This is an optimization exercise on Yosys and OpenROAD, whose aim is small area, not a production implementation.
Only simulation tests tie the RTL to the original design; equivalence was not proved.
Power and IR drop assume default switching activity.

build 39:
Design branch_predictor, start of the top module:
module branch_predictor (
	input  logic        clk,
	input  logic        arst_n,
	input  logic        retire_valid,
	input  logic [31:0] retire_pc,
	input  logic [31:0] retire_inst,
	input  logic        wb_valid,
	input  logic [4:0]  wb_rd,
	input  logic [31:0] wb_data,
	input  logic        fetch_valid,
	input  logic [31:0] fetch_pc,
	output logic        hit,
	output logic        prediction
);
	localparam int NE = 4;
	localparam int NR = 32;
	logic ph;
	always_ff @(posedge clk or negedge arst_n) begin
		if (!arst_n) ph <= 1'b0;
		else         ph <= !ph;
	end
	logic [31:2] tag_q    [NE];
	logic [2:0]  conf_q   [NE];
	logic [4:0]  rs1_q    [NE];
	logic [4:0]  rs2_q    [NE];
	logic [2:0]  f3_q     [NE];
	logic [1:0]  ridx;
	logic [3:0]  rsel_n;
	logic        is_branch;
	logic [31:2] rtag;
	logic        rmatch;
	logic [31:2] twd_n;  
	logic [3:0]  alloc;
	logic [3:0]  alloc_n;
	logic [31:2] tag_d [NE];
	assign ridx      = bp_pkg::bp_index(retire_pc);
	assign is_branch = retire_valid && (retire_inst[6:0] == 7'b1100011);
	always_comb begin
		for (int e = 0; e < NE; e++) rsel_n[e] = (ridx != 2'(e));
	end
	for (genvar j = 2; j < 32; j++) begin : g_rtag
		bp_mux4oh u_m (
			.d     ({tag_q[3][j], tag_q[2][j], tag_q[1][j], tag_q[0][j]}),
			.sel_n (rsel_n),
			.y     (rtag[j])
		);
	end
	assign twd_n  = retire_pc[31:2] ^ {30{ph}};
	assign rmatch = (rtag == twd_n);  
	always_ff @(posedge clk or negedge arst_n) begin
		if (!arst_n) begin
			for (int i = 0; i < NE; i++) conf_q[i] <= '0;
		end else begin
			for (int i = 0; i < NE; i++) begin
				if (is_branch && ridx == 2'(i)) begin
					if (conf_q[i] == 3'd0) conf_q[i] <= 3'(7);
					else if (rmatch) begin
						if (conf_q[i] != 3'd7) conf_q[i] <= conf_q[i] + 3'd1;
					end else conf_q[i] <= conf_q[i] - 3'd1;
				end
			end
		end
	end
	for (genvar e = 0; e < NE; e++) begin : g_tag
		assign alloc[e]   = is_branch && ridx == 2'(e) && conf_q[e] == 3'd0;
		assign alloc_n[e] = ~alloc[e];
		for (genvar j = 2; j < 32; j++) begin : g_bit
			bp_oai22 u_d (
				.a1 (tag_q[e][j]),
				.a2 (alloc[e]),
				.b1 (alloc_n[e]),
				.b2 (twd_n[j]),
  ...
clock: 12.0 ns
lec_check: 0
cap_margin: 5
core_margin: 2
core_utilization: 45
cts_buf_list: sky130_fd_sc_hd__clkbuf_4
cts_cluster_diameter: 40
cts_cluster_size: 9
place_density: 0.6
slew_margin: 5
synth_hierarchical: 1
standard.sh (not shown) runs the stock make flow with config.mk's settings and CLKGATE_MAP_FILE= SYNTH_SCRIPT=/design/flow/synth_recipe.tcl, a recipe that flattens the netlist after the stock synthesis.
==> flow/flow/run.sh <==
#!/bin/bash
# Standard ORFS layout with two changes: clock tree synthesis without dummy
# loads, and the smallest buffer (buf_1) on every input and output port.
set -euo pipefail
cd "$(dirname "$0")/.."
export CTS_ARGS="-sink_clustering_enable -repair_clock_nets -dont_use_dummy_load -sink_clustering_size 9 -sink_clustering_max_diameter 40 -buf_list sky130_fd_sc_hd__clkbuf_4"
export BUFFER_PORTS_ARGS="-buffer_cell sky130_fd_sc_hd__buf_1"
bash standard.sh > standard_flow.log 2>&1
Changes in build 66 relative to build 39:
# build 39
export LEC_CHECK = 0
export CAP_MARGIN = 5
export CORE_MARGIN = 2
export CORE_UTILIZATION = 45
export CTS_BUF_LIST = sky130_fd_sc_hd__clkbuf_4
export CTS_CLUSTER_DIAMETER = 40
export CTS_CLUSTER_SIZE = 9
export PLACE_DENSITY = 0.6
export SLEW_MARGIN = 5
export SYNTH_HIERARCHICAL = 1
create_clock -name core_clock -period 12.0 [get_ports {clk}]
# build 66
export LEC_CHECK = 0
export CAP_MARGIN = 5
export CORE_MARGIN = 2
export CORE_UTILIZATION = 45
export CTS_BUF_LIST = sky130_fd_sc_hd__clkbuf_8
export CTS_CLUSTER_DIAMETER = 50
export CTS_CLUSTER_SIZE = 16
export PLACE_DENSITY = 0.6
export SLEW_MARGIN = 5
export SYNTH_HIERARCHICAL = 1
create_clock -name core_clock -period 12.0 [get_ports {clk}]
--- a/flow/flow/run.sh
+++ b/flow/flow/run.sh
@@ -6 +6 @@
-export CTS_ARGS="-sink_clustering_enable -repair_clock_nets -dont_use_dummy_load -sink_clustering_size 9 -sink_clustering_max_diameter 40 -buf_list sky130_fd_sc_hd__clkbuf_4"
+export CTS_ARGS="-sink_clustering_enable -repair_clock_nets -dont_use_dummy_load -sink_clustering_size 16 -sink_clustering_max_diameter 50 -buf_list sky130_fd_sc_hd__clkbuf_8"
[summary]
Between build 39 and build 66, the clock-pin transition on the worst setup and hold timing paths figures differ only marginally.
The run with more setup slack is build 66; build 39 has less.
Changes observed in build 66 relative to build 39: total via count after detailed routing lost 321; final area picked up an extra about 0.9%; wire length lost 930 um; met1 usage lost 0.37 points; global routing met3 resource utilization neither gained nor lost much.
Input changes introduced in build 20 (baseline for comparison: build 66):
# build 66
export LEC_CHECK = 0
export CAP_MARGIN = 5
export CORE_MARGIN = 2
export CORE_UTILIZATION = 45
export CTS_BUF_LIST = sky130_fd_sc_hd__clkbuf_8
export CTS_CLUSTER_DIAMETER = 50
export CTS_CLUSTER_SIZE = 16
export PLACE_DENSITY = 0.6
export SLEW_MARGIN = 5
export SYNTH_HIERARCHICAL = 1
create_clock -name core_clock -period 12.0 [get_ports {clk}]
# build 20
export LEC_CHECK = 0
export CAP_MARGIN = 5
export CORE_MARGIN = 2
export CORE_UTILIZATION = 45
export CTS_BUF_LIST = sky130_fd_sc_hd__clkbuf_4
export CTS_CLUSTER_DIAMETER = 40
export CTS_CLUSTER_SIZE = 10
export PLACE_DENSITY = 0.6
export SLEW_MARGIN = 5
export SYNTH_HIERARCHICAL = 1
create_clock -name core_clock -period 12.0 [get_ports {clk}]
--- a/flow/flow/run.sh
+++ b/flow/flow/run.sh
@@ -6 +6 @@
-export CTS_ARGS="-sink_clustering_enable -repair_clock_nets -dont_use_dummy_load -sink_clustering_size 16 -sink_clustering_max_diameter 50 -buf_list sky130_fd_sc_hd__clkbuf_8"
+export CTS_ARGS="-sink_clustering_enable -repair_clock_nets -dont_use_dummy_load -sink_clustering_size 10 -sink_clustering_max_diameter 40 -buf_list sky130_fd_sc_hd__clkbuf_4"
- Build 66 → build 20: total power density per cell area decreased by 4.4 nW/um^2 relative to the old numbers; wire length of the first global-routing pass closely matched the old numbers.
- Relative to build 66, transition time of the tightest slew-check pin has gone up in build 20.
- Build 66 has lower relative contribution of combinational cells to total power than build 20.
- Final critical-path setup slack on build 20 is down relative to build 66.
- Row cell count: build 20 higher / build 66 lower
- On via count, build 20 does worse than build 66.
- Build 20 vs build 66, leakage component of the power went down by about 0.9%.
- Looking at clock group share of total power, build 20 sits 2.3 points lower than build 66 does.
- Taking build 66 as the reference point, the sequential share of layout area of build 20 rises by 0.48 points.

== run 1 ==
Another version of the RTL of branch_predictor (not shown whole).
Size: ~4100 cells after synthesis, roughly 1200 flip-flops, ~47000 um2 of cells after synthesis.
make LEC_CHECK=0 CAP_MARGIN=20 CORE_MARGIN=2 CORE_UTILIZATION=30 PLACE_DENSITY=0.45 SLEW_MARGIN=20 SYNTH_HIERARCHICAL=1 finish   # period 12.0 ns
run.sh (not shown) runs the stock make flow with config.mk's settings and CLKGATE_MAP_FILE= SYNTH_SCRIPT=/design/flow/synth_recipe.tcl, a recipe that flattens the netlist after the stock synthesis.
Stock flow here: none of the scripts above is used.
Run 1 completed every stage of the flow, and the final layout passed the timing, DRC and antenna checks.
Relative to run 1, the following input files were edited for run 2:
# run 1
export LEC_CHECK = 0
export CAP_MARGIN = 20
export CORE_MARGIN = 2
export CORE_UTILIZATION = 30
export PLACE_DENSITY = 0.45
export SLEW_MARGIN = 20
export SYNTH_HIERARCHICAL = 1
create_clock -name core_clock -period 12.0 [get_ports {clk}]
# run 2
export LEC_CHECK = 0
export CAP_MARGIN = 5
export CORE_MARGIN = 2
export CORE_UTILIZATION = 45
export CTS_BUF_LIST = sky130_fd_sc_hd__clkbuf_8
export CTS_CLUSTER_DIAMETER = 50
export CTS_CLUSTER_SIZE = 16
export PLACE_DENSITY = 0.6
export SLEW_MARGIN = 5
export SYNTH_HIERARCHICAL = 1
create_clock -name core_clock -period 12.0 [get_ports {clk}]
==> flow/flow/run.sh (new file) <==
#!/bin/bash
# Standard ORFS layout with two changes: clock tree synthesis without dummy
# loads, and the smallest buffer (buf_1) on every input and output port.
set -euo pipefail
cd "$(dirname "$0")/.."
export CTS_ARGS="-sink_clustering_enable -repair_clock_nets -dont_use_dummy_load -sink_clustering_size 16 -sink_clustering_max_diameter 50 -buf_list sky130_fd_sc_hd__clkbuf_8"
export BUFFER_PORTS_ARGS="-buffer_cell sky130_fd_sc_hd__buf_1"
bash standard.sh > standard_flow.log 2>&1
==> flow/standard.sh (new file) <==
#!/bin/bash
# synth_recipe.tcl (not shown) runs the flow's synth.tcl, then flattens the netlist and writes it again
# the make line also repeats each setting of config.mk as NAME=value (left out here)
make -C /OpenROAD-flow-scripts/flow DESIGN_CONFIG=/design/flow/config.mk WORK_HOME=/design/flow/orfs CLKGATE_MAP_FILE= SYNTH_SCRIPT=/design/flow/synth_recipe.tcl "${@:-finish}"
removed: flow/run.sh
Notes after the runs:
The die used by run 2 is smaller than the one used by run 1. On post-place instance area: between run 1 and run 2, it ends up higher for run 1. In run 2, the peak per-stage delay on the critical path came out 0.13 ns above the value in run 1. Against run 1 as the reference, run 2 delivers a higher overall fraction of global-route tracks in use. Taking run 1 as the reference, in run 2 via count of the first global-routing pass moved down; sequential portion of the cell area went up by 4.3 points.
Inputs modified between run 2 and run 3:
==> flow/run.sh (new file) <==
#!/bin/bash
# synth_recipe.tcl (not shown) runs the flow's synth.tcl, then flattens the netlist and writes it again
# the make line also repeats each setting of config.mk as NAME=value (left out here)
make -C /OpenROAD-flow-scripts/flow DESIGN_CONFIG=/design/flow/config.mk WORK_HOME=/design/flow/orfs CLKGATE_MAP_FILE= SYNTH_SCRIPT=/design/flow/synth_recipe.tcl finish
removed: flow/flow/run.sh
removed: flow/standard.sh
==> notes.md <==
Wire length of the first global-routing pass delta (run 3 − run 2): unfavourable
The clock latency at the later pin of the worst-skew pair number comes out higher for run 3 vs run 2.
Post-route cell area was higher in run 3 than in run 2.
In the flow results for run 3 and run 2, the sequential cell area share is smaller on run 3.
The lower count of clock-buffer cells in the layout of run 3 and run 2 is in run 2.
Between run 3 and run 2, the share of the synthesized area in compound gates (AO/OA/AOI/OAI) figures differ only marginally.

static timing again, ports no longer ideal:
The flow's constraints put no driver on any port. The routed layouts listed below were extracted and timed again, unchanged, in two steps.
Step 1 assumes that a clkbuf_16 drives the clock port and a buf_2 every other input.
Step 2 adds t to the input delays and takes it off the output delays; t is the mean of the earliest and latest rising clock arrival at the registers after step 1. Input paths then give back, and output paths get back, about the clock's delay inside the block.
a / b / c = ideal ports / drivers / drivers and shift; a / b = the first two.
run | t (ns) | setup WS [ns] | worst setup path at the end | slew at the worst register clock pin (ns)
build 39 | 1.210 | 1.349 / 1.277 / 2.487 | register to output | 0.11 / 0.11
build 66 | 0.886 | 1.807 / 1.734 / 2.620 | register to output | 0.11 / 0.11
build 20 | 1.141 | 1.570 / 1.501 / 2.641 | register to output | 0.12 / 0.12
run 1 | 0.849 | 0.937 / 0.862 / 1.712 | register to output | 0.06 / 0.06
run 2 | 0.852 | 1.196 / 1.128 / 1.980 | register to output | 0.10 / 0.10
run 3 | 0.913 | 0.635 / 0.566 / 1.479 | register to output | 0.10 / 0.10
After both steps setup and hold are still met in every run listed.
